What follows belongs to an exercise in optimizing a design on an open flow for small area and a short achievable clock period; a production flow would make more cautious choices.
No functional check of the RTL was part of any run shown here.
Power is estimated from default activity; no workload was simulated.

==> flow/design.v <==
module rc4_cipher_buffer #(
   parameter  int DATA_W = 8,
   parameter  int DEPTH  = 256,
   localparam int ADDR_W = $clog2(DEPTH)
) (
   input  logic              clk,
   input  logic              rst,
   input  logic              flush,
   input  logic              wr_valid,
   input  logic [DATA_W-1:0] wr_data,
   input  logic              rd_start,
   input  logic              rd_ready,
   output logic              rd_valid,
   output logic [DATA_W-1:0] rd_data,
   output logic              rd_last,
   output logic [ADDR_W:0]   frame_len,
   output logic              busy,
   output logic              overflow,
   output logic              wr_drop,
   output logic [1:0]        o_dbg_state
);
   localparam int OFF_W = 2;
   localparam int COL_W = (ADDR_W - OFF_W) / 2;
   localparam int ROW_W = ADDR_W - OFF_W - COL_W;
   localparam int NOFF  = 1 << OFF_W;
   localparam int NCOL  = 1 << COL_W;
   localparam int NROW  = 1 << ROW_W;
   localparam logic [1:0] S_IDLE    = 2'd0;
   localparam logic [1:0] S_CAPTURE = 2'd1;
   localparam logic [1:0] S_HOLD    = 2'd2;
   localparam logic [1:0] S_REPLAY  = 2'd3;
   localparam logic [ADDR_W:0] DEPTH_L = (ADDR_W+1)'(DEPTH);
   logic [DEPTH*DATA_W-1:0] r_ring;
   logic [1:0]        r_state;
   logic [ADDR_W:0]   r_count;
   logic [ADDR_W:0]   r_frame_len;
   logic              r_overflow;
   logic              r_wr_drop;
   logic [ADDR_W-1:0] r_phase;
   logic [NOFF-1:0]   r_q_off;
   logic [NCOL-1:0]   r_q_col;
   logic [NROW-1:0]   r_q_row;
   logic [DATA_W-1:0] r_tap_dly [NOFF];   
   logic              r_prime;      
   logic [ADDR_W-1:0] r_rem;        
   logic              r_rem_zero;   
   logic              r_rd_valid;
   logic              r_rd_last;
   logic [DATA_W-1:0] r_rd_data;
   logic              w_cap_start;
   logic              w_wr_en;
   logic              w_rep_start;
   logic              w_fetch;
   logic              w_fetch_last;
   logic              w_xfer_last;
   logic [ADDR_W-1:0] w_phase_nxt;
   logic [DATA_W-1:0] w_tap_word;
   logic [DATA_W-1:0] w_rd_word;
   assign w_cap_start  = ((r_state == S_IDLE) || (r_state == S_HOLD)) & wr_valid;
   assign w_wr_en      = w_cap_start | ((r_state == S_CAPTURE) & wr_valid & (r_count < DEPTH_L));
   assign w_rep_start  = (r_state == S_HOLD) & ~wr_valid & rd_start;
   assign w_xfer_last  = r_rd_valid & rd_ready & r_rd_last;
   assign w_fetch      = (r_state == S_REPLAY) & ~r_prime &
                         (~r_rd_valid | (rd_ready & ~r_rd_last));
   assign w_fetch_last = w_fetch & r_rem_zero;
   always_ff @(posedge clk) begin
      r_ring <= {r_ring[(DEPTH-1)*DATA_W-1:0],
                 w_wr_en ? wr_data : r_ring[DEPTH*DATA_W-1 -: DATA_W]};
   end
   assign w_phase_nxt = w_cap_start ? '0 : r_phase + 1'b1;
   always_ff @(posedge clk) begin
      r_phase <= w_phase_nxt;
   end
   logic              w_q_load;
   logic              w_q_hold;
   logic              w_q_adv;
   logic              w_col_adv;
   logic              w_row_adv;
   assign w_q_load  = w_cap_start | w_fetch_last;
   assign w_q_hold  = ~w_q_load & w_fetch;
   assign w_q_adv   = ~w_q_load & ~w_fetch;
   assign w_col_adv = w_q_adv & r_q_off[NOFF-1];
   assign w_row_adv = w_col_adv & r_q_col[NCOL-1];
   always_ff @(posedge clk) begin
      for (int i = 0; i < NOFF; i++)
         r_q_off[i] <= (w_q_load & (w_phase_nxt[OFF_W-1:0] == i)) |
                       (~w_q_adv & ~w_q_load & r_q_off[i]) |
                       (w_q_adv & r_q_off[(i+NOFF-1)%NOFF]);
      for (int i = 0; i < NCOL; i++)
         r_q_col[i] <= (w_q_load & (w_phase_nxt[OFF_W+COL_W-1:OFF_W] == i)) |
                       (~w_col_adv & ~w_q_load & r_q_col[i]) |
                       (w_col_adv & r_q_col[(i+NCOL-1)%NCOL]);
      for (int i = 0; i < NROW; i++)
         r_q_row[i] <= (w_q_load & (w_phase_nxt[ADDR_W-1:OFF_W+COL_W] == i)) |
                       (~w_row_adv & ~w_q_load & r_q_row[i]) |
                       (w_row_adv & r_q_row[(i+NROW-1)%NROW]);
   end
   always_comb begin
      w_tap_word = '0;
      for (int r = 0; r < NROW; r++) begin
         logic [DATA_W-1:0] row_word;
         row_word = '0;
         for (int c = 0; c < NCOL; c++)
            row_word = row_word |
                       (r_ring[((r*NCOL+c)*NOFF)*DATA_W +: DATA_W] & {DATA_W{r_q_col[c]}});
         w_tap_word = w_tap_word | (row_word & {DATA_W{r_q_row[r]}});
      end
   end
   always_ff @(posedge clk) begin
      r_tap_dly[1] <= w_tap_word;
      for (int i = 2; i < NOFF; i++) r_tap_dly[i] <= r_tap_dly[i-1];
   end
   always_comb begin
      w_rd_word = w_tap_word & {DATA_W{r_q_off[0]}};
      for (int i = 1; i < NOFF; i++)
         w_rd_word = w_rd_word | (r_tap_dly[i] & {DATA_W{r_q_off[i]}});
   end
   always_ff @(posedge clk) begin
      r_rd_data <= (w_rd_word & {DATA_W{w_fetch}}) | (r_rd_data & {DATA_W{~w_fetch}});
   end
   always_ff @(posedge clk) begin
      if (w_rep_start) begin
         r_rem      <= ADDR_W'(r_frame_len - 1'b1);
         r_rem_zero <= (r_frame_len == (ADDR_W+1)'(1));
      end else if (w_fetch) begin
         r_rem      <= r_rem - 1'b1;
         r_rem_zero <= (r_rem == ADDR_W'(1));
      end
   end
   always_ff @(posedge clk) begin
      if (!rst || flush) begin
         r_state     <= S_IDLE;
         r_count     <= '0;
         r_frame_len <= '0;
         r_overflow  <= 1'b0;
         r_wr_drop   <= 1'b0;
         r_prime     <= 1'b0;
         r_rd_valid  <= 1'b0;
         r_rd_last   <= 1'b0;
      end else begin
         r_prime <= w_rep_start;
         if (w_cap_start) begin
            r_state     <= S_CAPTURE;
            r_count     <= (ADDR_W+1)'(1);
            r_frame_len <= '0;
            r_overflow  <= 1'b0;
            r_wr_drop   <= 1'b0;
         end else if (w_rep_start) begin
            r_state <= S_REPLAY;
         end
         if (r_state == S_CAPTURE) begin
            if (wr_valid) begin
               if (r_count < DEPTH_L) r_count <= r_count + 1'b1;
               else                   r_overflow <= 1'b1;
            end else begin
               r_frame_len <= r_count;
               r_state     <= S_HOLD;
            end
         end
         if (r_state == S_REPLAY) begin
            if (wr_valid) r_wr_drop <= 1'b1;
            if (w_xfer_last) begin
               r_state    <= S_HOLD;
               r_rd_valid <= 1'b0;
               r_rd_last  <= 1'b0;
            end else if (w_fetch) begin
               r_rd_valid <= 1'b1;
               r_rd_last  <= r_rem_zero;
            end
         end
      end
   end
   assign rd_valid    = r_rd_valid;
   assign rd_data     = r_rd_data;
   assign rd_last     = r_rd_last;
   assign frame_len   = r_frame_len;
   assign overflow    = r_overflow;
   assign wr_drop     = r_wr_drop;
   assign busy        = r_state[0];
   assign o_dbg_state = r_state;
endmodule
==> flow/flow/run.sh <==
#!/bin/bash
DU="sky130_fd_sc_hd__probe_p_8 sky130_fd_sc_hd__probec_p_8 sky130_fd_sc_hd__lpflow_bleeder_1"
DU="$DU sky130_fd_sc_hd__lpflow_clkbufkapwr_1 sky130_fd_sc_hd__lpflow_clkbufkapwr_16 sky130_fd_sc_hd__lpflow_clkbufkapwr_2"
DU="$DU sky130_fd_sc_hd__lpflow_clkbufkapwr_4 sky130_fd_sc_hd__lpflow_clkbufkapwr_8"
DU="$DU sky130_fd_sc_hd__lpflow_clkinvkapwr_1 sky130_fd_sc_hd__lpflow_clkinvkapwr_16 sky130_fd_sc_hd__lpflow_clkinvkapwr_2"
DU="$DU sky130_fd_sc_hd__lpflow_clkinvkapwr_4 sky130_fd_sc_hd__lpflow_clkinvkapwr_8"
DU="$DU sky130_fd_sc_hd__lpflow_decapkapwr_12 sky130_fd_sc_hd__lpflow_decapkapwr_3 sky130_fd_sc_hd__lpflow_decapkapwr_4"
DU="$DU sky130_fd_sc_hd__lpflow_decapkapwr_6 sky130_fd_sc_hd__lpflow_decapkapwr_8"
DU="$DU sky130_fd_sc_hd__lpflow_inputiso0n_1 sky130_fd_sc_hd__lpflow_inputiso0p_1 sky130_fd_sc_hd__lpflow_inputiso1n_1"
DU="$DU sky130_fd_sc_hd__lpflow_inputiso1p_1 sky130_fd_sc_hd__lpflow_inputisolatch_1"
DU="$DU sky130_fd_sc_hd__lpflow_isobufsrc_1 sky130_fd_sc_hd__lpflow_isobufsrc_16 sky130_fd_sc_hd__lpflow_isobufsrc_2"
DU="$DU sky130_fd_sc_hd__lpflow_isobufsrc_4 sky130_fd_sc_hd__lpflow_isobufsrc_8 sky130_fd_sc_hd__lpflow_isobufsrckapwr_16"
DU="$DU sky130_fd_sc_hd__lpflow_lsbuf_lh_hl_isowell_tap_1 sky130_fd_sc_hd__lpflow_lsbuf_lh_hl_isowell_tap_2"
DU="$DU sky130_fd_sc_hd__lpflow_lsbuf_lh_hl_isowell_tap_4 sky130_fd_sc_hd__lpflow_lsbuf_lh_isowell_4"
DU="$DU sky130_fd_sc_hd__lpflow_lsbuf_lh_isowell_tap_1 sky130_fd_sc_hd__lpflow_lsbuf_lh_isowell_tap_2"
DU="$DU sky130_fd_sc_hd__lpflow_lsbuf_lh_isowell_tap_4"
DU="$DU sky130_fd_sc_hd__clkdlybuf4s15_1 sky130_fd_sc_hd__clkdlybuf4s15_2 sky130_fd_sc_hd__clkdlybuf4s18_1"
DU="$DU sky130_fd_sc_hd__clkdlybuf4s18_2 sky130_fd_sc_hd__clkdlybuf4s25_1 sky130_fd_sc_hd__clkdlybuf4s25_2"
DU="$DU sky130_fd_sc_hd__clkdlybuf4s50_1 sky130_fd_sc_hd__clkdlybuf4s50_2 sky130_fd_sc_hd__dlygate4sd1_1"
DU="$DU sky130_fd_sc_hd__dlygate4sd2_1 sky130_fd_sc_hd__dlygate4sd3_1 sky130_fd_sc_hd__dlymetal6s2s_1"
DU="$DU sky130_fd_sc_hd__dlymetal6s4s_1 sky130_fd_sc_hd__dlymetal6s6s_1"
CTS="-sink_clustering_enable -repair_clock_nets -dont_use_dummy_load"
CTS="$CTS -sink_clustering_size 24 -sink_clustering_max_diameter 80"
bash standard.sh "DONT_USE_CELLS=$DU" "CTS_ARGS=$CTS" MATCH_CELL_FOOTPRINT=0 finish > standard.log 2>&1
==> flow/standard.sh <==
#!/bin/bash
# synth_recipe.tcl (not shown) runs the flow's synth.tcl, then flattens the netlist and writes it again
# the make line also repeats each setting of config.mk as NAME=value (left out here)
make -C /OpenROAD-flow-scripts/flow DESIGN_CONFIG=/design/flow/config.mk WORK_HOME=/design/flow/orfs CLKGATE_MAP_FILE= SYNTH_SCRIPT=/design/flow/synth_recipe.tcl "${@:-finish}"
==> flow/config.mk <==
export PLATFORM = sky130hd
export DESIGN_NAME = rc4_cipher_buffer
export DESIGN_NICKNAME = rc4_cipher_buffer
export VERILOG_FILES = /design/flow/design.v
export SDC_FILE = /design/flow/constraint.sdc
export NUM_CORES = 4
export LEC_CHECK = 0
export CAP_MARGIN = 20
export CORE_MARGIN = 2
export CORE_UTILIZATION = 60
export SETUP_SLACK_MARGIN = 2.0
export SLEW_MARGIN = 20
==> flow/constraint.sdc <==
create_clock -name core_clock -period 4.2 [get_ports {clk}]
set_input_delay 0.8400 -clock core_clock [delete_from_list [all_inputs] [get_ports {clk}]]
set_output_delay 0.8400 -clock core_clock [all_outputs]
set_load 0.01 [all_outputs]
==> results of run 1 <==
cell families after synthesis:
kind of cell	share of synthesized area
buffers and inverters	0.00750
flip-flops	0.902
XOR/XNOR	0.00312
multiplexers	0.00359
AO/OA/AOI/OAI	0.0591
adder cells (fa/ha/maj)	0.00178
AND/OR/NAND/NOR	0.0226
metal layers:
metal,up-vias,share of wire
li1,9788,-
met2,430,0.43
met4,0,0.031
met1,10155,0.51
met5,-,0
met3,148,0.037
timing repair:
item | 4_1_cts | 5_1_grt
buffers inserted | 29 | 20
resized for setup | 43 | 33
pin swaps | 5 | 9
setup endpoints to repair | 34 | 18
sequential cells by signal, indices dropped and copies added (netlist names), 2 cells and up, named ones only:
signal       flops
r_phase          8
r_frame_len      9
r_state          2
r_tap_dly       24
r_q_off          4
r_ring        2048
r_q_row          8
r_count          9
r_q_col          8
r_rem            8
worst max path at each step:
stage,to
detailed placement,r_q_row[5]
global placement,r_q_col[5]
floorplan,r_q_col[5]
global route,flop
finish,flop
CTS,rd_data[7]
Yosys cell counts, types with 10 or more instances:
cell type	instances	area, sq um
a221o_1	10	100
nor3_1	11	55.1
clkbuf_1	57	214
nand2_1	25	93.8
a22oi_1	301	2260
o21ai_0	24	120
a21oi_1	17	85.1
dfxtp_1	2125	42500
nand2b_1	11	68.8
nand4_1	74	463
buf_1	18	67.6
nor2_1	45	169
xor2_1	11	96.3
inv_1	12	45.0
edfxtp_1	17	510
worst reg2reg max path: stages, from the launching register on:
cell     delay [ns]
dfxtp_1        0.99
buf_1          0.47
a22oi_1        0.16
nand4_1        0.27
a221o_1        0.19
where the power goes:
part	leakage (uW)	internal (uW)	total [uW]	switching [uW]
logic	0.00145	109	371	262
clock network	0.00122	4210	9820	5610
registers	0.0174	20600	20800	152
stage by stage:
stage                     utilization  setup slack (ns)  hold slack, ns  instances  instance area, sq um
after floorplan                     -              2.07           0.310       2853                 47700
after global placement          0.622              1.36           0.310       3887                 49000
after detailed placement        0.622              1.29           0.312       3887                 49000
after CTS                       0.656              1.96           0.286       4015                 51800
after global routing            0.659              1.95           0.286       4036                 52000
final                           0.659              2.00           0.282       4036                 52000
layout make-up:
| class | count | area share |
|---|---|---|
| repair buffers | 113 | 0.0130 |
| flip-flops and latches | 2142 | 0.829 |
| well taps | 1050 | 0.0253 |
| diodes | 1 | 0.0000481 |
| inverters | 13 | 0.00101 |
| clock buffers | 99 | 0.0476 |
| multi-input cells | 618 | 0.0844 |
==> results_dict.tcl, run 1 <==
set metrics [dict create \
    seq_area_sq_um 43100 \
    setup_viol 0 \
    drtAntennaViolNets 0 \
    grt_pass1_wl_um 129000 \
    max_cap_viol_count 0 \
    grt_pass1_vias 20476 \
    crit_path_start_kind "flop" \
    clk_latency_ns 0.67 \
    slew_headroom 0.216 \
    wire_per_inst_um 21.4 \
    fillers 5633 \
    drive_gt1_frac 0.0683 \
    hold_path_end "r_ring[767]" \
    finClkSkew_ns 0.0429 \
    rrSetupSlack_ns 2.00 \
    final_cell_mix "2,112 x dfxtp_1, 288 x a22oi_1, 99 x clkbuf_16" \
    slowest_stage "dfxtp_1" \
    antenna_found_initial 1 \
    ys.flop_type "dfxtp_1" \
    vias 20521 \
    dp_hpwl_um 46700 \
    grt_use_met3 0.0293 \
    cts_tree "done" \
    timing.final.crit_share 0.525 \
    met1_usage 0.323 \
    row_count 103 \
    initial_utilization 0.605 \
    h-tree-depth 3 \
    min-delay-start "r_ring[759]" \
    worst_pin_slew_ns 1.17 \
    synth_fp_nets 2873 \
    path_delay_family "flip-flops" \
    irDropWorstVdd_mv 0.491 \
    grt_use_total 0.211 \
    layout.nets 3007 \
    crit_path_cell_trace "buf_1, a22oi_1, nand4_1, a221o_1" \
    hold_depth 0 \
    period_minus_slack_ns 2.20 \
    reg2reg_from "r_q_row[4]" \
    slew_viol_final 0 \
    grt_busiest_layer "met1" \
    die-area_sq_um 81800 \
    multi_input_area_sq_um 4390 \
    core_area_sq_um 78900 \
    cts_buffer_depth 3 \
    numPortBuffers 37 \
    path_max_fanout 8 \
    async_flop_share 0 \
    min_path_type "flop to flop" \
    vias_per_cell 5.08 \
    slowest_delay_ns 0.99 \
    power_density_nw_per_um2 595 \
    drcViolationCount 0 \
    crit_path_end_kind "flop" \
    grtUsageMet2 0.308 \
    worst-path-stages 4 \
    final_common_cell "dfxtp_1" \
    synthCells 2853 \
    worstPathRequired_ns 4.72 \
    crit_path_start "r_q_row[4]" \
    synth_seq_area_share 0.902 \
    first_pass_iters 6 \
    cts_root_buf "clkbuf_16" \
    status "complete, no violations" \
    synth_cell_types 49 \
    cts_buffers 99 \
    yosysWarnings 2 \
    holdBufCountCts 0 \
    drt_iter0_drc 1403 \
    io_pins 38 \
    grt_max_degree 25 \
    syn_area_per_cell_sq_um 16.7 \
    power.total_uw 30900 \
    fin_tns_setup_ns 0 \
    rsz0062_at_grt "true" \
    leakagePower_uw 0.0201 \
    worst-path-buf-inv 1 \
    area_delta_synth_final_pct 8.98 \
    die_w_um 286 \
    wl_um 86500 \
    path_class "flop to flop" \
    max_freq_ghz 0.454 \
    ys_ff_latch 2142 \
    cts.clk_slew.worst_paths_ns 0.09 \
    worstPathArrival_ns 2.72 \
    reg2reg_depth 4 \
    hold_viol 0 \
    die_y_um 286 \
    synth_edf_count 17 \
    cts.sinks 2142 \
    grt_overflow 0 \
    syn-cell-area_sq_um 47700 \
    place_congestion 0.779 \
]
==> run 2: changes to the inputs <==
==> flow/design.v (replaced) <==
module rc4_cipher_buffer #(
   parameter  int DATA_W = 8,
   parameter  int DEPTH  = 256,
   localparam int ADDR_W = $clog2(DEPTH)
) (
   input  logic              clk,
   input  logic              rst,
   input  logic              flush,
   input  logic              wr_valid,
   input  logic [DATA_W-1:0] wr_data,
   input  logic              rd_start,
   input  logic              rd_ready,
   output logic              rd_valid,
   output logic [DATA_W-1:0] rd_data,
   output logic              rd_last,
   output logic [ADDR_W:0]   frame_len,
   output logic              busy,
   output logic              overflow,
   output logic              wr_drop,
   output logic [1:0]        o_dbg_state
);
   localparam int OFF_W = 2;
   localparam int COL_W = (ADDR_W - OFF_W) / 2;
   localparam int ROW_W = ADDR_W - OFF_W - COL_W;
   localparam int NOFF  = 1 << OFF_W;
   localparam int NCOL  = 1 << COL_W;
   localparam int NROW  = 1 << ROW_W;
   localparam logic [1:0] S_IDLE    = 2'd0;
   localparam logic [1:0] S_CAPTURE = 2'd1;
   localparam logic [1:0] S_HOLD    = 2'd2;
   localparam logic [1:0] S_REPLAY  = 2'd3;
   localparam logic [ADDR_W:0] DEPTH_L = (ADDR_W+1)'(DEPTH);
   logic [DEPTH*DATA_W-1:0] r_ring;
   logic [1:0]        r_state;
   logic [ADDR_W:0]   r_count;
   logic [ADDR_W:0]   r_frame_len;
   logic              r_overflow;
   logic              r_wr_drop;
   logic [ADDR_W-1:0] r_phase;
   logic [NOFF-1:0]   r_q_off;
   logic [NCOL-1:0]   r_q_col;
   logic [NROW-1:0]   r_q_row;
   logic [NROW-1:0]   r_q_rowl;     
   logic [DATA_W-1:0] r_tap_dly [NOFF];   
   logic              r_prime;      
   logic [ADDR_W-1:0] r_rem;        
   logic              r_rem_zero;   
   logic              r_rd_valid;
   logic              r_rd_last;
   logic [DATA_W-1:0] r_rd_data;
   logic              w_cap_start;
   logic              w_wr_en;
   logic              w_rep_start;
   logic              w_fetch;
   logic              w_fetch_last;
   logic              w_xfer_last;
   logic [ADDR_W-1:0] w_phase_nxt;
   logic [DATA_W-1:0] w_tap_word;
   logic [DATA_W-1:0] w_rd_word;
   logic              r_fa;      
   logic              r_fb;      
   logic              r_faz;     
   logic              r_fbz;     
   logic              r_we_ok;   
   assign w_cap_start  = ~r_state[0] & wr_valid;    
   assign w_wr_en      = r_we_ok & wr_valid;
   assign w_rep_start  = (r_state == S_HOLD) & ~wr_valid & rd_start;
   assign w_xfer_last  = r_rd_valid & rd_ready & r_rd_last;
   assign w_fetch      = r_fa | (r_fb & rd_ready);
   assign w_fetch_last = r_faz | (r_fbz & rd_ready);
   always_ff @(posedge clk) begin
      r_ring <= {r_ring[(DEPTH-1)*DATA_W-1:0],
                 w_wr_en ? wr_data : r_ring[DEPTH*DATA_W-1 -: DATA_W]};
   end
   assign w_phase_nxt = w_cap_start ? '0 : r_phase + 1'b1;
   always_ff @(posedge clk) begin
      r_phase <= w_phase_nxt;
   end
   logic              w_q_load;
   logic              w_q_hold;
   logic              w_q_adv;
   logic              w_col_adv;
   logic              w_row_adv;
   assign w_q_load  = w_cap_start | w_fetch_last;
   assign w_q_hold  = ~w_q_load & w_fetch;
   assign w_q_adv   = ~w_q_load & ~w_fetch;
   assign w_col_adv = w_q_adv & r_q_off[NOFF-1];
   assign w_row_adv = w_col_adv & r_q_col[NCOL-1];
   logic [NOFF-1:0]   w_q_off_nxt;
   logic [NCOL-1:0]   w_q_col_nxt;
   logic [NROW-1:0]   w_q_row_nxt;
   always_comb begin
      for (int i = 0; i < NOFF; i++)
         w_q_off_nxt[i] = (w_q_load & (w_phase_nxt[OFF_W-1:0] == i)) |
                          (~w_q_adv & ~w_q_load & r_q_off[i]) |
                          (w_q_adv & r_q_off[(i+NOFF-1)%NOFF]);
      for (int i = 0; i < NCOL; i++)
         w_q_col_nxt[i] = (w_q_load & (w_phase_nxt[OFF_W+COL_W-1:OFF_W] == i)) |
                          (~w_col_adv & ~w_q_load & r_q_col[i]) |
                          (w_col_adv & r_q_col[(i+NCOL-1)%NCOL]);
      for (int i = 0; i < NROW; i++)
         w_q_row_nxt[i] = (w_q_load & (w_phase_nxt[ADDR_W-1:OFF_W+COL_W] == i)) |
                          (~w_row_adv & ~w_q_load & r_q_row[i]) |
                          (w_row_adv & r_q_row[(i+NROW-1)%NROW]);
   end
   always_ff @(posedge clk) begin
      r_q_off  <= w_q_off_nxt;
      r_q_col  <= w_q_col_nxt;
      r_q_row  <= w_q_row_nxt;
      r_q_rowl <= w_q_row_nxt & {NROW{w_q_off_nxt[0]}};
   end
   logic [DATA_W-1:0] w_live_word;
   always_comb begin
      w_tap_word  = '0;
      w_live_word = '0;
      for (int r = 0; r < NROW; r++) begin
         logic [DATA_W-1:0] row_word;
         row_word = '0;
         for (int c = 0; c < NCOL; c++)
            row_word = row_word |
                       (r_ring[((r*NCOL+c)*NOFF)*DATA_W +: DATA_W] & {DATA_W{r_q_col[c]}});
         w_tap_word  = w_tap_word  | (row_word & {DATA_W{r_q_row[r]}});
         w_live_word = w_live_word | (row_word & {DATA_W{r_q_rowl[r]}});
      end
   end
   always_ff @(posedge clk) begin
      r_tap_dly[1] <= w_tap_word;
      for (int i = 2; i < NOFF; i++) r_tap_dly[i] <= r_tap_dly[i-1];
   end
   always_comb begin
      w_rd_word = w_live_word;
      for (int i = 1; i < NOFF; i++)
         w_rd_word = w_rd_word | (r_tap_dly[i] & {DATA_W{r_q_off[i]}});
   end
   always_ff @(posedge clk) begin
      if (!rst)         r_rd_data <= '0;
      else if (w_fetch) r_rd_data <= w_rd_word;
   end
   logic [1:0]        w_state_nxt;
   logic [ADDR_W:0]   w_count_nxt;
   logic [ADDR_W:0]   w_frame_len_nxt;
   logic              w_overflow_nxt;
   logic              w_wr_drop_nxt;
   logic              w_prime_nxt;
   logic              w_rd_valid_nxt;
   logic              w_rd_last_nxt;
   logic [ADDR_W-1:0] w_rem_nxt;
   logic              w_rem_zero_nxt;
   always_comb begin
      w_rem_nxt      = r_rem;
      w_rem_zero_nxt = r_rem_zero;
      if (w_rep_start) begin
         w_rem_nxt      = ADDR_W'(r_frame_len - 1'b1);
         w_rem_zero_nxt = (r_frame_len == (ADDR_W+1)'(1));
      end else if (w_fetch) begin
         w_rem_nxt      = r_rem - 1'b1;
         w_rem_zero_nxt = (r_rem == ADDR_W'(1));
      end
   end
   always_comb begin
      w_state_nxt     = r_state;
      w_count_nxt     = r_count;
      w_frame_len_nxt = r_frame_len;
      w_overflow_nxt  = r_overflow;
      w_wr_drop_nxt   = r_wr_drop;
      w_prime_nxt     = w_rep_start;
      w_rd_valid_nxt  = r_rd_valid;
      w_rd_last_nxt   = r_rd_last;
      if (!rst || flush) begin
         w_state_nxt     = S_IDLE;
         w_count_nxt     = '0;
         w_frame_len_nxt = '0;
         w_overflow_nxt  = 1'b0;
         w_wr_drop_nxt   = 1'b0;
         w_prime_nxt     = 1'b0;
         w_rd_valid_nxt  = 1'b0;
         w_rd_last_nxt   = 1'b0;
      end else begin
         if (w_cap_start) begin
            w_state_nxt     = S_CAPTURE;
            w_count_nxt     = (ADDR_W+1)'(1);
            w_frame_len_nxt = '0;
            w_overflow_nxt  = 1'b0;
            w_wr_drop_nxt   = 1'b0;
         end else if (w_rep_start) begin
            w_state_nxt = S_REPLAY;
         end
         if (r_state == S_CAPTURE) begin
            if (wr_valid) begin
               if (r_count < DEPTH_L) w_count_nxt    = r_count + 1'b1;
               else                   w_overflow_nxt = 1'b1;
            end else begin
               w_frame_len_nxt = r_count;
               w_state_nxt     = S_HOLD;
            end
         end
         if (r_state == S_REPLAY) begin
            if (wr_valid) w_wr_drop_nxt = 1'b1;
            if (w_xfer_last) begin
               w_state_nxt    = S_HOLD;
               w_rd_valid_nxt = 1'b0;
               w_rd_last_nxt  = 1'b0;
            end else if (w_fetch) begin
               w_rd_valid_nxt = 1'b1;
               w_rd_last_nxt  = r_rem_zero;
            end
         end
      end
   end
   always_ff @(posedge clk) begin
      r_state     <= w_state_nxt;
      r_count     <= w_count_nxt;
      r_frame_len <= w_frame_len_nxt;
      r_overflow  <= w_overflow_nxt;
      r_wr_drop   <= w_wr_drop_nxt;
      r_prime     <= w_prime_nxt;
      r_rd_valid  <= w_rd_valid_nxt;
      r_rd_last   <= w_rd_last_nxt;
      r_rem       <= w_rem_nxt;
      r_rem_zero  <= w_rem_zero_nxt;
      r_fa        <= (w_state_nxt == S_REPLAY) & ~w_prime_nxt & ~w_rd_valid_nxt;
      r_fb        <= (w_state_nxt == S_REPLAY) & ~w_prime_nxt & ~w_rd_last_nxt;
      r_faz       <= (w_state_nxt == S_REPLAY) & ~w_prime_nxt & ~w_rd_valid_nxt & w_rem_zero_nxt;
      r_fbz       <= (w_state_nxt == S_REPLAY) & ~w_prime_nxt & ~w_rd_last_nxt & w_rem_zero_nxt;
      r_we_ok     <= ~w_state_nxt[0] | ((w_state_nxt == S_CAPTURE) & (w_count_nxt < DEPTH_L));
   end
   assign rd_valid    = r_rd_valid;
   assign rd_data     = r_rd_data;
   assign rd_last     = r_rd_last;
   assign frame_len   = r_frame_len;
   assign overflow    = r_overflow;
   assign wr_drop     = r_wr_drop;
   assign busy        = r_state[0];
   assign o_dbg_state = r_state;
endmodule
--- a/flow/config.mk
+++ b/flow/config.mk
@@ -7,6 +7,6 @@
 export LEC_CHECK = 0
 export CAP_MARGIN = 20
 export CORE_MARGIN = 2
-export CORE_UTILIZATION = 60
-export SETUP_SLACK_MARGIN = 2.0
+export CORE_UTILIZATION = 70
+export SETUP_SLACK_MARGIN = 2.2
 export SLEW_MARGIN = 20
==> results_dict.tcl, run 2 <==
set metrics [dict create \
    wl_um 91600 \
    leakagePower_uw 0.0205 \
    rsz0062_at_grt "true" \
    final_cell_mix "2,113 x dfxtp_1, 290 x a22oi_1, 99 x clkbuf_16" \
    drtAntennaViolNets 0 \
    grt_use_met3 0.0471 \
    drive_gt1_frac 0.0815 \
    setup_viol 0 \
    ys_ff_latch 2154 \
    met1_usage 0.366 \
    power_switching_share 0.196 \
    drt_iter0_drc 1677 \
    path_delay_family "flip-flops" \
    post-place-cells 3879 \
    grt_busiest_layer "met2" \
    internal_power_uw 25000 \
    synth_top_family_by_area "compound AO/OA/AOI/OAI gates" \
    die-area_sq_um 71400 \
    min-delay-start "r_ring[809]" \
    synth_seq_area_share 0.891 \
    synthCells 2984 \
    h-tree-depth 3 \
    seqPwrFrac 0.669 \
    reg2reg_depth 7 \
    ys.flop_type "dfxtp_1" \
    max_freq_ghz 0.501 \
    grt_use_total 0.258 \
    largest_register "r_ring" \
    cts_buffers 99 \
    max_cap_viol_count 0 \
    cts_buffer_depth 3 \
    hold_path_end "r_ring[817]" \
    seq_area_sq_um 43300 \
    design_area_sq_um 52900 \
    syn_area_per_cell_sq_um 16.2 \
    rrSetupSlack_ns 2.23 \
    numPortBuffers 37 \
    grt_pass1_wl_um 136000 \
    timing.final.crit_share 0.476 \
    first_pass_iters 8 \
    worst-path-stages 1 \
    r2r_end "r_tap_dly[1][7]" \
    synth_cell_types 58 \
    cts_tree "done" \
    netSwitchingPower_uw 6080 \
    place_congestion 0.830 \
    grtUsageMet2 0.401 \
    crit_path_end_kind "output pin" \
    synthMuxAreaShare 0.00415 \
    post_synth_and_or_nand_nor_area_fraction 0.0261 \
    worstPathRequired_ns 3.36 \
    grt_max_degree 25 \
    path_max_fanout 6 \
    hold_depth 0 \
    multi_input_area_sq_um 4960 \
    path_class "flop to output pin" \
    vias_per_cell 5.40 \
    synth_fp_nets 3004 \
    fillers 3914 \
    slowest_stage "dfxtp_4" \
    p_clk_frac 0.318 \
    crit_path_cell_trace "buf_6" \
    worst_pin_slew_ns 0.925 \
    status "complete, no violations" \
    synth-adder-area-share 0.00155 \
    synth_most_common_cell "dfxtp_1" \
    largest_reg_flops 2048 \
    period_minus_slack_ns 2.00 \
    min_path_type "flop to flop" \
    hold_viol 0 \
    final_common_cell "dfxtp_1" \
    power_density_nw_per_um2 587 \
    cts.sinks 2154 \
    ys_top_cells_by_area "dfxtp_1 89%, a22oi_1 4.6%, nand4_1 0.93%" \
    holdBufCountCts 0 \
    yosys.area.top_type "dfxtp_1" \
    reg2reg_from "r_q_col[0]" \
    worst-path-buf-inv 1 \
    yosysTopAreaCellShare 0.886 \
    yosysWarnings 2 \
    combPwrFrac 0.012 \
    crit_path_start_kind "flop" \
    vias 21855 \
    slew_headroom 0.382 \
    synthXorXnorAreaFrac 0.00289 \
    irDropWorstVdd_mv 0.426 \
    placed_area_sq_um 49600 \
    clk_latency_ns 0.67 \
    drcViolationCount 0 \
    layout.cells.non_filler 4050 \
    die_y_um 267 \
    grt_overflow 0 \
    worstPathArrival_ns 1.16 \
    power.total_uw 31100 \
    wire_per_inst_um 22.6 \
    io_pins 38 \
    reg_top3 "r_ring x2048, r_tap_dly x24" \
    core_area_sq_um 68600 \
    synth_edf_count 8 \
    grt_pass1_vias 22163 \
    synthTopCellsByCount "2,146 x dfxtp_1, 294 x a22oi_1, 72 x nand4_1, 68 x clkbuf_1, 56 x nand2_1" \
    layout.nets 3140 \
    slowest_delay_ns 0.40 \
    initial_utilization 0.707 \
    fin_tns_setup_ns 0 \
    synth-compound-area-share 0.0657 \
    row_count 96 \
    utilization 0.772 \
    cts_root_buf "clkbuf_16" \
    finClkSkew_ns 0.0482 \
    area_delta_synth_final_pct 9.16 \
    slew_viol_final 0 \
    cts.clk_slew.worst_paths_ns 0.09 \
    die_w_um 267 \
    antenna_found_initial 1 \
    async_flop_share 0 \
    syn-cell-area_sq_um 48500 \
    dp_hpwl_um 47600 \
]
[run 2: cells by family after synthesis]
family	after synthesis
mux	19
compound gates	440
flops	2154
buf+inv	107
simple gates	242
fa+ha+maj	6
xor+xnor	16
[run 2: layout make-up]
class                   count  area share
inverters                  13    0.000922
clock buffers              99      0.0468
well taps                 931      0.0220
repair buffers            129      0.0185
multi-input cells         723      0.0938
flip-flops and latches   2154       0.818
diodes                      1   0.0000473
[run 2: metrics by stage]
| stage | hold slack, ns | setup WS [ns] |
|---|---|---|
| 2_1_floorplan | 0.310 | 2.07 |
| 3_3_place_gp | 0.310 | 1.32 |
| 3_5_place_dp | 0.312 | 1.19 |
| 4_1_cts | 0.290 | 2.12 |
| 5_1_grt | 0.297 | 2.15 |
| 6_report | 0.296 | 2.20 |
[run 2: what timing repair did]
| item | CTS | global route |
|---|---|---|
| setup buffers | 57 | 14 |
| pin swaps | 3 | 14 |
| gates resized for setup | 142 | 35 |
| setup endpoints to repair | 90 | 54 |
[run 2: worst max path at each step]
| stage | endpoint | startpoint | slack (ns) |
|---|---|---|---|
| final | o_dbg_state[0] | r_state[0] | 2.20 |
| after detailed placement | r_q_rowl[6] | wr_valid | 1.19 |
| after global routing | busy | r_state[0] | 2.15 |
| after global placement | r_ring[5] | wr_valid | 1.32 |
| after floorplan | r_q_rowl[6] | rd_ready | 2.07 |
| after CTS | busy | r_state[0] | 2.12 |
[run 2: power by group through the flow]
stage          sequential, uW  clock (uW)  combinational [uW]
2_1_floorplan           21200           0                 182
3_3_place_gp            21300           0                 250
3_5_place_dp            21300           0                 257
4_1_cts                 20800       10000                 365
5_1_grt                 20800       10700                 400
6_report                20800        9880                 387
[run 2: metal layers]
| layer | wire length [um] | vias up |
|---|---|---|
| met1 | 42400 | 10745 |
| met4 | 3620 | 0 |
| met2 | 40700 | 629 |
| met5 | 0 | - |
| met3 | 4850 | 202 |
| li1 | - | 10279 |
==> run 3: changes to the inputs <==
--- a/flow/config.mk
+++ b/flow/config.mk
@@ -7,6 +7,6 @@
 export LEC_CHECK = 0
 export CAP_MARGIN = 20
 export CORE_MARGIN = 2
-export CORE_UTILIZATION = 70
-export SETUP_SLACK_MARGIN = 2.2
+export CORE_UTILIZATION = 75
+export SETUP_SLACK_MARGIN = 2.3
 export SLEW_MARGIN = 20
==> results_dict.tcl, run 3 <==
set metrics [dict create \
    die_y_um 258 \
    synth_most_common_cell "dfxtp_1" \
    cts.clk_slew.worst_paths_ns 0.09 \
    setup_viol 0 \
    yosysWarnings 2 \
    grt_use_total 0.303 \
    status "complete, no violations" \
    final_common_cell "dfxtp_1" \
    crit_path_start_kind "flop" \
    dp_hpwl_um 47400 \
    drive_gt1_frac 0.102 \
    place_ws_ns 1.20 \
    crit_path_end_kind "flop" \
    r2r_end "r_rd_data[4]" \
    initial_utilization 0.755 \
    synth_fp_nets 3004 \
    core_area_sq_um 64200 \
    rrSetupSlack_ns 2.19 \
    die_w_um 258 \
    max_freq_ghz 0.496 \
    synth_seq_area_share 0.891 \
    grt_pass1_wl_um 150000 \
    reg2reg_from "r_q_col[3]" \
    slew_headroom 0.445 \
    numPortBuffers 37 \
    synthCells 2984 \
    synth_cell_types 58 \
    worstPathRequired_ns 4.74 \
    grt_pass1_vias 23874 \
    yosysTopAreaCellShare 0.886 \
    syn_area_per_cell_sq_um 16.2 \
    hold_depth 0 \
    irDropWorstVdd_mv 0.563 \
    worst_pin_slew_ns 0.831 \
    area_delta_synth_final_pct 9.83 \
    antennaDiodeCount 0 \
    drt_iter0_drc 2205 \
    vias_per_cell 5.75 \
    fin_tns_setup_ns 0 \
    vias 22962 \
    min_path_type "flop to flop" \
    slew_viol_final 0 \
    final_cell_mix "2,109 x dfxtp_1, 267 x a22oi_1, 99 x clkbuf_16" \
    ys_top_cells_by_area "dfxtp_1 89%, a22oi_1 4.6%, nand4_1 0.93%" \
    place_congestion 0.811 \
    synthTopCellsByCount "2,146 x dfxtp_1, 294 x a22oi_1, 72 x nand4_1, 68 x clkbuf_1, 56 x nand2_1" \
    io_pins 38 \
    first_pass_iters 5 \
    syn-cell-area_sq_um 48500 \
    cts_buffer_depth 3 \
    reg_top3 "r_ring x2048, r_tap_dly x24" \
    grt_max_degree 30 \
    reg2reg_depth 6 \
    leakagePower_uw 0.0207 \
    finClkSkew_ns 0.0524 \
    cts_buffers 99 \
    wl_um 103000 \
    hold_viol 0 \
    worstPathArrival_ns 2.55 \
    h-tree-depth 3 \
    drtAntennaViolNets 0 \
    die-area_sq_um 66700 \
    row_count 93 \
    period_minus_slack_ns 2.01 \
    path_max_fanout 17 \
    power_density_nw_per_um2 588 \
    ys.flop_type "dfxtp_1" \
    ys_ff_latch 2154 \
    synth_edf_count 8 \
    largest_reg_flops 2048 \
    timing.final.crit_share 0.480 \
    cts.sinks 2154 \
    wire_per_inst_um 25.8 \
    max_cap_viol_count 0 \
    cp-endpoint "r_rd_data[4]" \
    async_flop_share 0 \
    layout.nets 3163 \
    grt_overflow 0 \
    yosys.area.top_type "dfxtp_1" \
    setup_ws_ns 2.19 \
    cts_tree "done" \
    cts_root_buf "clkbuf_16" \
    rsz0062_at_grt "true" \
    path_class "flop to flop" \
    crit_path_start "r_q_col[3]" \
    clk_latency_ns 0.67 \
    antenna_found_initial 2 \
    drcViolationCount 0 \
    largest_register "r_ring" \
]
[run 3: cell count changes in the layout (fill, tap and decap cells not counted), moves of 5 or more]
cell      before  now
a22oi_2        4   27
a22oi_1      290  267
clkbuf_4       7    2
buf_8          1    8
buf_1         41   46
buf_2         21   27
buf_6         38   49
[run 3: power by group]
part	leakage [uW]	switching (uW)	total [uW]	internal, uW
Combinational	0.00196	308	440	132
Sequential	0.0175	138	20800	20700
Clock	0.00122	5860	10100	4220
[run 3: how the worst min path moves through the flow]
stage | startpoint | to | slack (ns)
final | r_ring[1047] | r_ring[1055] | 0.28
after global routing | r_ring[831] | r_ring[839] | 0.28
after CTS | r_ring[1047] | r_ring[1055] | 0.27
after detailed placement | r_ring[1055] | r_ring[1063] | 0.31
after global placement | r_ring[1610] | r_ring[1618] | 0.31
after floorplan | r_ring[1000] | r_ring[1008] | 0.31
[run 3: layout make-up]
type,count,area [sq um]
timing repair buffer,152,1150
inverter,13,48.8
fill,2922,11000
tap,855,1070
clock buffer,99,2480
sequential,2154,43300
multi-input combinational,723,5200
[run 3: stage by stage]
stage,utilization,area [sq um],std cells,total power (uW),hold WS [ns]
2_1_floorplan,-,48500,2984,21400,0.310
3_3_place_gp,0.771,49500,3801,21600,0.310
6_report,0.829,53300,3996,31300,0.282
4_1_cts,0.822,52800,3966,31300,0.270
5_1_grt,0.829,53300,3996,32100,0.278
3_5_place_dp,0.771,49500,3801,21600,0.312
[run 3: critical path, cell delays in order, from the launching register on]
cell,delay [ns]
dfxtp_4,0.40
buf_6,0.21
a22oi_2,0.23
nand4_1,0.29
a222oi_1,0.40
nand4_1,0.14
o221a_2,0.25
[run 3: routing by layer]
layer | wire [um] | global-route usage | share of wire
met1 | 44200 | 0.419 | 0.43
met2 | 49000 | 0.492 | 0.48
met3 | 6180 | 0.0539 | 0.060
met4 | 3710 | 0.102 | 0.036
met5 | 25 | 0 | 0.00024
[run 3: logic make-up (layout without fill, tap and decap cells)]
logic type,count (synthesis),count (layout),share of synthesized area
AOI/OAI and AO/OA,440,440,0.0657
xor gates and xnor gates,16,16,0.00289
adders and majority gates,6,6,0.00155
buffers and inverters,107,264,0.00857
DFF,2154,2154,0.891
muxes,19,19,0.00415
and+or+nand+nor,242,242,0.0261
[run 3: repair_timing]
action | CTS | global route
gates cloned | 0 | 0
hold buffers | 0 | 0
gates resized for setup | 192 | 73
pin swaps | 18 | 27
buffers inserted | 66 | 30
endpoints found under the setup margin | 104 | 71

==> afterwards: timing with drivers on the ports <==
How much do the figures lean on ideal ports? The routed layouts below were timed once more, with nothing changed but the port constraints.
Step 1 assumes that a clkbuf_16 drives the clock port and a buf_2 every other input.
Step 2 adds t to the input delays and takes it off the output delays; t is the mean of the earliest and latest rising clock arrival at the registers after step 1. Input paths then give back, and output paths get back, about the clock's delay inside the block.
Three values: ideal ports, drivers, drivers and shift; two values: the first two.
| run | t, ns | setup slack, ns | latest minus earliest clock arrival (ns) |
|---|---|---|---|
| run 1 | 0.720 | 1.995 / 1.943 / 1.450 | 0.049 / 0.049 |
| run 2 | 0.705 | 2.202 / 2.139 / 1.572 | 0.061 / 0.060 |
| run 3 | 0.717 | 2.186 / 2.137 / 1.553 | 0.058 / 0.058 |
After both steps every run listed still meets setup and hold. For run 3, which loses most, drivers alone change the setup slack by -0.049 ns; drivers and shift together by -0.633 ns.
